From an optimization exercise on the open Yosys and OpenROAD flow, aimed at small area, a short achievable clock period and few clock cycles per item; shortcuts taken in it are not production practice. RTL that was checked went through simulation tests only; none was proved equivalent to the original.

// muldiv_ctrl
module muldiv_ctrl (
  input  logic            clk,
  input  logic            resetn,
  input  logic            op_valid,
  input  logic [1:0]      mult,
  input  logic [1:0]      div,
  input  logic [1:0]      mfhl,
  input  logic [1:0]      mthl,
  input  logic [XLEN-1:0] src_a,
  input  logic [XLEN-1:0] src_b,
  input  logic            flush,
  output logic            stall,
  output logic            busy,
  output logic [XLEN-1:0] hi,
  output logic [XLEN-1:0] lo,
  output logic [XLEN-1:0] mf_data
);
For scale: ~170 I/O pins, about 0.023 sq mm of cells after synthesis.
==> module muldiv_ctrl, before the edit <==
module muldiv_ctrl (
  input  logic            clk,
  input  logic            resetn,
  input  logic            op_valid,
  input  logic [1:0]      mult,
  input  logic [1:0]      div,
  input  logic [1:0]      mfhl,
  input  logic [1:0]      mthl,
  input  logic [XLEN-1:0] src_a,
  input  logic [XLEN-1:0] src_b,
  input  logic            flush,
  output logic            stall,
  output logic            busy,
  output logic [XLEN-1:0] hi,
  output logic [XLEN-1:0] lo,
  output logic [XLEN-1:0] mf_data
);
  logic [2:0]  state;
  logic [4:0]  cnt;       
  logic [32:0] R;         
  logic [31:0] Q;         
  logic [33:0] X;         
  logic        dsub;      
  logic        rneg;      
  logic        qneg;      
  logic        msgn;      
  logic [1:0]  mlen;      
  logic any_op, accept;
  assign any_op  = |{mult, div, mfhl, mthl};
  assign busy    = (state != S_IDLE);
  assign stall   = op_valid & any_op & busy & ~flush;
  assign accept  = op_valid & ~busy & ~flush;
  assign mf_data = mfhl[1] ? hi : lo;
  function automatic [1:0] blen;
    input [31:0] x;
    input        sg;
    begin
      if (sg && x[31])
        blen = (&x[31:7])  ? 2'd0 :
               (&x[31:15]) ? 2'd1 :
               (&x[31:23]) ? 2'd2 : 2'd3;
      else
        blen = (~|x[31:8])  ? 2'd0 :
               (~|x[31:16]) ? 2'd1 :
               (~|x[31:24]) ? 2'd2 : 2'd3;
    end
  endfunction
  function automatic [5:0] bitlen;
    input [31:0] x;
    integer i;
    begin
      bitlen = 6'd0;
      for (i = 0; i < 32; i = i + 1)
        if (x[i]) bitlen = 6'(i + 1);
    end
  endfunction
  logic        msg, dsg, sa, sb;
  logic [1:0]  la, lb;
  logic        swap;
  logic [31:0] m_op, x_op;
  logic [31:0] a_mag, b_mag;    
  logic [31:0] a_smear;
  logic        div_zero_q;
  logic [5:0]  na, nb;
  logic [5:0]  shd;
  assign msg = mult[0];
  assign dsg = div[0];
  assign la  = blen(src_a, msg);
  assign lb  = blen(src_b, msg);
  assign swap = (la < lb);
  assign m_op = swap ? src_a : src_b;
  assign x_op = swap ? src_b : src_a;
  assign sa = dsg & src_a[31];
  assign sb = dsg & src_b[31];
  assign a_mag = sa ? {~src_a[30:0], 1'b1} : src_a;
  assign b_mag = sb ? (~src_b | 32'd1) : src_b;
  always_comb begin
    a_smear = a_mag;
    a_smear = a_smear | (a_smear >> 1);
    a_smear = a_smear | (a_smear >> 2);
    a_smear = a_smear | (a_smear >> 4);
    a_smear = a_smear | (a_smear >> 8);
    a_smear = a_smear | (a_smear >> 16);
  end
  assign div_zero_q = |(b_mag & ~a_smear);
  assign na  = bitlen(a_mag);
  assign nb  = bitlen(b_mag);
  assign shd = na - nb;
  logic        m_last, neg3, in_div, cin;
  logic [3:0]  nib;
  logic [36:0] xe, r0, r1, r2, r3, msum;
  logic [32:0] m_rn;
  logic [31:0] m_qn;
  logic [64:0] m_p;
  logic [31:0] m_hi, m_lo;
  assign m_last = (cnt == 5'd0);
  assign in_div = (state == S_DIV);
  assign neg3   = msgn & m_last & ~in_div;
  assign nib    = in_div ? 4'b0001 : Q[3:0];
  assign cin    = in_div ? dsub : (Q[3] & neg3);
  assign xe     = {{3{X[33]}}, X};
  assign r0     = nib[0] ? xe : 37'd0;
  assign r1     = nib[1] ? {xe[35:0], 1'b0} : 37'd0;
  assign r2     = nib[2] ? {xe[34:0], 2'b0} : 37'd0;
  assign r3     = nib[3] ? ({xe[33:0], 3'b0} ^ {37{neg3}}) : 37'd0;
  assign msum   = {{4{R[32]}}, R} + r0 + r1 + r2 + r3 + {36'd0, cin};
  assign m_rn   = msum[36:4];
  assign m_qn   = {msum[3:0], Q[31:4]};
  assign m_p    = {m_rn, m_qn};
  always_comb begin
    case (mlen)
      2'd3:    {m_hi, m_lo} = m_p[63:0];
      2'd2:    {m_hi, m_lo} = {{7{m_p[64]}},  m_p[64:8]};
      2'd1:    {m_hi, m_lo} = {{15{m_p[64]}}, m_p[64:16]};
      default: {m_hi, m_lo} = {{23{m_p[64]}}, m_p[64:24]};
    endcase
  end
  logic [32:0] d_rn;
  logic        d_q;
  logic [31:0] d_qn;
  logic [33:0] x_norm;
  div_step u_div_step (
    .r    (R),
    .x    (X),
    .cin  (dsub),
    .sum  (msum),
    .rneg (rneg),
    .r_out(d_rn),
    .q    (d_q)
  );
  assign d_qn   = {Q[30:0], d_q};
  assign x_norm = (X << cnt) ^ {34{dsub}};
  always_ff @(posedge clk or negedge resetn) begin
    if (!resetn) begin
      state <= S_IDLE;
      hi    <= '0;
      lo    <= '0;
    end else begin
      if (flush) begin
        state <= S_IDLE;
      end else begin
        case (state)
          S_IDLE: if (accept) begin
            if (mthl[1]) hi <= src_a;
            if (mthl[0]) lo <= src_a;
            if (|mult) state <= S_MUL;
            if ((|div) && (src_b != 32'd0)) begin
              if (div_zero_q) begin
                hi <= src_a;
                lo <= 32'd0;
              end else begin
                state <= S_DNORM;
              end
            end
          end
          S_MUL: if (m_last) begin
            hi    <= m_hi;
            lo    <= m_lo;
            state <= S_IDLE;
          end
          S_DNORM: state <= S_DIV;
          S_DIV: if (m_last) begin
            if (qneg) begin
              state <= S_DFIX;
            end else begin
              hi    <= d_rn[31:0];
              lo    <= d_qn;
              state <= S_IDLE;
            end
          end
          S_DFIX: begin
            hi    <= R[31:0];
            lo    <= -Q;
            state <= S_IDLE;
          end
          default: state <= S_IDLE;
        endcase
      end
    end
  end
  always_ff @(posedge clk) begin
    if (state == S_IDLE) begin
      if (|mult) begin
        R    <= 33'd0;
        Q    <= m_op;
        X    <= {{2{msg & x_op[31]}}, x_op};
        msgn <= msg & m_op[31];
        mlen <= swap ? la : lb;
        cnt  <= {(swap ? la : lb), 1'b1};
      end else begin
        R    <= {sa, src_a};
        Q    <= 32'd0;
        X    <= {{2{sb}}, src_b};
        dsub <= (sa == sb);
        rneg <= sa;
        qneg <= sa ^ sb;
        cnt  <= shd[4:0];
      end
    end else if (state == S_MUL) begin
      cnt <= cnt - 5'd1;
      R   <= m_rn;
      Q   <= m_qn;
    end else if (state == S_DNORM) begin
      X   <= x_norm;
    end else if (state == S_DIV) begin
      cnt <= cnt - 5'd1;
      R   <= d_rn;
      Q   <= d_qn;
      X   <= {X[33], X[33:1]};
    end
  end
endmodule
Settings: LEC_CHECK=0, ABC_AREA=1, CAP_MARGIN=20, CORE_MARGIN=2, CORE_UTILIZATION=40, SETUP_SLACK_MARGIN=4, SLEW_MARGIN=20; clock period 10.0 ns.
standard.sh (not shown) runs the stock make flow with config.mk's settings and CLKGATE_MAP_FILE= SYNTH_SCRIPT=/design/flow/synth_recipe.tcl, a recipe that flattens the netlist after the stock synthesis.
==> flow/flow/run.sh <==
#!/bin/bash
# Layout: the standard flow (standard.sh), with two resizer settings changed:
# MATCH_CELL_FOOTPRINT=0 lets sizing pick any drive strength of a cell, and the
# port buffers are plain buffers (buf_2) instead of delay cells.  Every port
# still gets its buffer.  The full make output goes to standard_flow.log.
set -euo pipefail
bash standard.sh MATCH_CELL_FOOTPRINT=0 "BUFFER_PORTS_ARGS=-buffer_cell sky130_fd_sc_hd__buf_2" finish > standard_flow.log 2>&1
Testbench counts at the start, summed over its fixed seeds: cycles 13,461, items 4,800.
Next try:
--- a/flow/design.v
+++ b/flow/design.v
@@ -184,23 +184,17 @@
             hi    <= m_hi;
             lo    <= m_lo;
             state <= S_IDLE;
           end
           S_DNORM: state <= S_DIV;
           S_DIV: if (m_last) begin
-            if (qneg) begin
-              state <= S_DFIX;
-            end else begin
-              hi    <= d_rn[31:0];
-              lo    <= d_qn;
-              state <= S_IDLE;
-            end
+            state <= S_DFIX;
           end
           S_DFIX: begin
             hi    <= R[31:0];
-            lo    <= -Q;
+            lo    <= qneg ? -Q : Q;
             state <= S_IDLE;
           end
           default: state <= S_IDLE;
         endcase
       end
     end
After rerunning: Hold slack gets better by 0.077 ns; core utilization drops by 1.2 points; die area falls by 4.3%; via count goes down by 7.7%; routed wire length came out lower by 8.8%; final cell count fell by 10%; count of clock-buffer cells in the layout decreases by 1; worst setup slack improved by 0.079 ns.
Testbench counts after the change, summed over its fixed seeds: cycles 13,744, items 4,800.

* * *

muldiv_ctrl, a different RTL version from the one above (not shown whole).
Size in the first run: ~3000 cells after synthesis, ~180 flip-flops, ~0.021 sq mm of cells after synthesis.
==> module muldiv_ctrl, before the edit <==
module muldiv_ctrl (
  input  logic            clk,
  input  logic            resetn,
  input  logic            op_valid,
  input  logic [1:0]      mult,
  input  logic [1:0]      div,
  input  logic [1:0]      mfhl,
  input  logic [1:0]      mthl,
  input  logic [XLEN-1:0] src_a,
  input  logic [XLEN-1:0] src_b,
  input  logic            flush,
  output logic            stall,
  output logic            busy,
  output logic [XLEN-1:0] hi,
  output logic [XLEN-1:0] lo,
  output logic [XLEN-1:0] mf_data
);
  logic [2:0]  state;
  logic [4:0]  cnt;       
  logic [32:0] R;         
  logic [31:0] Q;         
  logic [33:0] X;         
  logic        dsub;      
  logic        rneg;      
  logic        qneg;      
  logic        msgn;      
  logic [1:0]  mlen;      
  logic any_op, accept;
  assign any_op  = |{mult, div, mfhl, mthl};
  assign busy    = (state != S_IDLE);
  assign stall   = op_valid & any_op & busy & ~flush;
  assign accept  = op_valid & ~busy & ~flush;
  assign mf_data = mfhl[1] ? hi : lo;
  function automatic [1:0] blen;
    input [31:0] x;
    input        sg;
    begin
      if (sg && x[31])
        blen = (&x[31:7])  ? 2'd0 :
               (&x[31:15]) ? 2'd1 :
               (&x[31:23]) ? 2'd2 : 2'd3;
      else
        blen = (~|x[31:8])  ? 2'd0 :
               (~|x[31:16]) ? 2'd1 :
               (~|x[31:24]) ? 2'd2 : 2'd3;
    end
  endfunction
  function automatic [5:0] bitlen;
    input [31:0] x;
    integer i;
    begin
      bitlen = 6'd0;
      for (i = 0; i < 32; i = i + 1)
        if (x[i]) bitlen = 6'(i + 1);
    end
  endfunction
  logic        msg, dsg, sa, sb;
  logic [1:0]  la, lb;
  logic        swap;
  logic [31:0] m_op, x_op;
  logic [31:0] a_mag, b_mag;    
  logic [31:0] a_smear;
  logic        div_zero_q;
  logic [5:0]  na, nb;
  logic [5:0]  shd;
  assign msg = mult[0];
  assign dsg = div[0];
  assign la  = blen(src_a, msg);
  assign lb  = blen(src_b, msg);
  assign swap = (la < lb);
  assign m_op = swap ? src_a : src_b;
  assign x_op = swap ? src_b : src_a;
  assign sa = dsg & src_a[31];
  assign sb = dsg & src_b[31];
  assign a_mag = sa ? {~src_a[30:0], 1'b1} : src_a;
  assign b_mag = sb ? (~src_b | 32'd1) : src_b;
  always_comb begin
    a_smear = a_mag;
    a_smear = a_smear | (a_smear >> 1);
    a_smear = a_smear | (a_smear >> 2);
    a_smear = a_smear | (a_smear >> 4);
    a_smear = a_smear | (a_smear >> 8);
    a_smear = a_smear | (a_smear >> 16);
  end
  assign div_zero_q = |(b_mag & ~a_smear);
  assign na  = bitlen(a_mag);
  assign nb  = bitlen(b_mag);
  assign shd = na - nb;
  logic        m_last, neg3, in_div, cin;
  logic [3:0]  nib;
  logic [36:0] xe, r0, r1, r2, r3, msum;
  logic [32:0] m_rn;
  logic [31:0] m_qn;
  logic [64:0] m_p;
  logic [31:0] m_hi, m_lo;
  assign m_last = (cnt == 5'd0);
  assign in_div = (state == S_DIV);
  assign neg3   = msgn & m_last & ~in_div;
  assign nib    = in_div ? 4'b0001 : Q[3:0];
  assign cin    = in_div ? dsub : (Q[3] & neg3);
  assign xe     = {{3{X[33]}}, X};
  assign r0     = nib[0] ? xe : 37'd0;
  assign r1     = nib[1] ? {xe[35:0], 1'b0} : 37'd0;
  assign r2     = nib[2] ? {xe[34:0], 2'b0} : 37'd0;
  assign r3     = nib[3] ? ({xe[33:0], 3'b0} ^ {37{neg3}}) : 37'd0;
  assign msum   = {{4{R[32]}}, R} + r0 + r1 + r2 + r3 + {36'd0, cin};
  assign m_rn   = msum[36:4];
  assign m_qn   = {msum[3:0], Q[31:4]};
  assign m_p    = {m_rn, m_qn};
  always_comb begin
    case (mlen)
      2'd3:    {m_hi, m_lo} = m_p[63:0];
      2'd2:    {m_hi, m_lo} = {{7{m_p[64]}},  m_p[64:8]};
      2'd1:    {m_hi, m_lo} = {{15{m_p[64]}}, m_p[64:16]};
      default: {m_hi, m_lo} = {{23{m_p[64]}}, m_p[64:24]};
    endcase
  end
  logic [32:0] d_rn;
  logic        d_q;
  logic [31:0] d_qn;
  logic [33:0] x_norm;
  div_step u_div_step (
    .r    (R),
    .x    (X),
    .cin  (dsub),
    .sum  (msum),
    .rneg (rneg),
    .r_out(d_rn),
    .q    (d_q)
  );
  assign d_qn   = {Q[30:0], d_q};
  assign x_norm = (X << cnt) ^ {34{dsub}};
  always_ff @(posedge clk or negedge resetn) begin
    if (!resetn) begin
      state <= S_IDLE;
      hi    <= '0;
      lo    <= '0;
    end else begin
      if (flush) begin
        state <= S_IDLE;
      end else begin
        case (state)
          S_IDLE: if (accept) begin
            if (mthl[1]) hi <= src_a;
            if (mthl[0]) lo <= src_a;
            if (|mult) state <= S_MUL;
            if ((|div) && (src_b != 32'd0)) begin
              state <= div_zero_q ? S_DFIX : S_DNORM;
            end
          end
          S_MUL: if (m_last) begin
            hi    <= m_hi;
            lo    <= m_lo;
            state <= S_IDLE;
          end
          S_DNORM: state <= S_DIV;
          S_DIV: if (m_last) begin
            state <= S_DFIX;
          end
          S_DFIX: begin
            hi    <= R[31:0];
            lo    <= qneg ? -Q : Q;
            state <= S_IDLE;
          end
          default: state <= S_IDLE;
        endcase
      end
    end
  end
  always_ff @(posedge clk) begin
    if (state == S_IDLE) begin
      if (|mult) begin
        R    <= 33'd0;
        Q    <= m_op;
        X    <= {{2{msg & x_op[31]}}, x_op};
        msgn <= msg & m_op[31];
        mlen <= swap ? la : lb;
        cnt  <= {(swap ? la : lb), 1'b1};
      end else begin
        R    <= {sa, src_a};
        Q    <= 32'd0;
        X    <= {{2{sb}}, src_b};
        dsub <= (sa == sb);
        rneg <= sa;
        qneg <= sa ^ sb;
        cnt  <= shd[4:0];
      end
    end else if (state == S_MUL) begin
      cnt <= cnt - 5'd1;
      R   <= m_rn;
      Q   <= m_qn;
    end else if (state == S_DNORM) begin
      X   <= x_norm;
    end else if (state == S_DIV) begin
      cnt <= cnt - 5'd1;
      R   <= d_rn;
      Q   <= d_qn;
      X   <= {X[33], X[33:1]};
    end
  end
endmodule
Settings: LEC_CHECK=0, ABC_AREA=1, CAP_MARGIN=20, CORE_MARGIN=2, CORE_UTILIZATION=40, SETUP_SLACK_MARGIN=4, SLEW_MARGIN=20; clock period 10.0 ns.
Scripts as last shown in full above: flow/flow/run.sh
Change:
--- a/flow/design.v
+++ b/flow/design.v
@@ -41,11 +41,11 @@
   output logic [XLEN-1:0] hi,
   output logic [XLEN-1:0] lo,
   output logic [XLEN-1:0] mf_data
 );
   logic [2:0]  state;
-  logic [4:0]  cnt;       
+  logic [4:0]  cnt, lim;
   logic [32:0] R;         
   logic [31:0] Q;         
   logic [33:0] X;         
   logic        dsub;      
   logic        rneg;      
@@ -118,11 +118,11 @@
   logic [36:0] xe, r0, r1, r2, r3, msum;
   logic [32:0] m_rn;
   logic [31:0] m_qn;
   logic [64:0] m_p;
   logic [31:0] m_hi, m_lo;
-  assign m_last = (cnt == 5'd0);
+  assign m_last = (cnt == lim);
   assign in_div = (state == S_DIV);
   assign neg3   = msgn & m_last & ~in_div;
   assign nib    = in_div ? 4'b0001 : Q[3:0];
   assign cin    = in_div ? dsub : (Q[3] & neg3);
   assign xe     = {{3{X[33]}}, X};
@@ -154,11 +154,11 @@
     .rneg (rneg),
     .r_out(d_rn),
     .q    (d_q)
   );
   assign d_qn   = {Q[30:0], d_q};
-  assign x_norm = (X << cnt) ^ {34{dsub}};
+  assign x_norm = (X << lim) ^ {34{dsub}};
   always_ff @(posedge clk or negedge resetn) begin
     if (!resetn) begin
       state <= S_IDLE;
       hi    <= '0;
       lo    <= '0;
@@ -170,58 +170,70 @@
           S_IDLE: if (accept) begin
             if (mthl[1]) hi <= src_a;
             if (mthl[0]) lo <= src_a;
             if (|mult) state <= S_MUL;
             if ((|div) && (src_b != 32'd0)) begin
-              state <= div_zero_q ? S_DFIX : S_DNORM;
+              if (div_zero_q) begin
+                hi <= src_a;
+                lo <= 32'd0;
+              end else begin
+                state <= S_DNORM;
+              end
             end
           end
           S_MUL: if (m_last) begin
             hi    <= m_hi;
             lo    <= m_lo;
             state <= S_IDLE;
           end
           S_DNORM: state <= S_DIV;
-          S_DIV: if (m_last) begin
-            state <= S_DFIX;
+          S_DIV: if (cnt == lim) begin
+            if (qneg) begin
+              state <= S_DFIX;
+            end else begin
+              hi    <= d_rn[31:0];
+              lo    <= d_qn;
+              state <= S_IDLE;
+            end
           end
           S_DFIX: begin
             hi    <= R[31:0];
-            lo    <= qneg ? -Q : Q;
+            lo    <= -Q;
             state <= S_IDLE;
           end
           default: state <= S_IDLE;
         endcase
       end
     end
   end
   always_ff @(posedge clk) begin
     if (state == S_IDLE) begin
+      cnt <= 5'd0;
       if (|mult) begin
         R    <= 33'd0;
         Q    <= m_op;
         X    <= {{2{msg & x_op[31]}}, x_op};
         msgn <= msg & m_op[31];
         mlen <= swap ? la : lb;
-        cnt  <= {(swap ? la : lb), 1'b1};
+        lim  <= {(swap ? la : lb), 1'b1};
       end else begin
         R    <= {sa, src_a};
         Q    <= 32'd0;
         X    <= {{2{sb}}, src_b};
         dsub <= (sa == sb);
         rneg <= sa;
         qneg <= sa ^ sb;
-        cnt  <= shd[4:0];
+        lim  <= shd[4:0];
       end
     end else if (state == S_MUL) begin
-      cnt <= cnt - 5'd1;
+      cnt <= cnt + 5'd1;
       R   <= m_rn;
       Q   <= m_qn;
     end else if (state == S_DNORM) begin
       X   <= x_norm;
     end else if (state == S_DIV) begin
-      cnt <= cnt - 5'd1;
+      cnt <= cnt + 5'd1;
       R   <= d_rn;
       Q   <= d_qn;
       X   <= {X[33], X[33:1]};
     end
   end
What happened: Sequential share of layout area drops by 1.4 points. Via count climbs by 12%. Wire length climbs by 11%. Design area climbs by 9.3%. Worst setup slack is better by 0.15 ns. Cell count climbs by 13%.
Testbench counts after the change, summed over its fixed seeds: cycles 13,461, items 4,800.
For the first run of this note, only the layout was checked, not whether the RTL still works.

==> separate check: timing with driven ports <==
How much do the figures lean on ideal ports? The routed layouts below were timed once more, with nothing changed but the port constraints.
Step 1 (the two cells are an assumption about what drives the block):
set clk [get_ports {clk}]
set_driving_cell -lib_cell sky130_fd_sc_hd__clkbuf_16 $clk
set_driving_cell -lib_cell sky130_fd_sc_hd__buf_2 [delete_from_list [all_inputs] $clk]
Step 2 also shifts input and output timing later by t, the mid clock arrival at the registers, as if the neighbouring blocks saw the same clock.
Slacks: no drivers / after step 1 / after step 2; pairs: no drivers / after step 1.
| run | t (ns) | slack for setup (ns) | worst setup path at the end | latest minus earliest clock arrival (ns) | worst register clock-pin slew, ns |
|---|---|---|---|---|---|
| the first run of note 1 | 0.573 | 4.148 / 4.148 / 3.722 | input to register | 0.022 / 0.022 | 0.09 / 0.09 |
| the second run of note 1 | 0.556 | 4.227 / 4.227 / 3.904 | input to register | 0.021 / 0.021 | 0.09 / 0.09 |
| the first run of note 2 | 0.554 | 3.949 / 3.984 / 3.430 | input to register | 0.019 / 0.019 | 0.09 / 0.09 |
| the second run of note 2 | 0.568 | 4.103 / 4.103 / 3.607 | input to register | 0.024 / 0.025 | 0.09 / 0.09 |
After both steps every run listed still meets setup and hold. The setup slack of the first run of note 2, which loses most, moves by +0.035 ns with the drivers and by -0.519 ns with both steps.
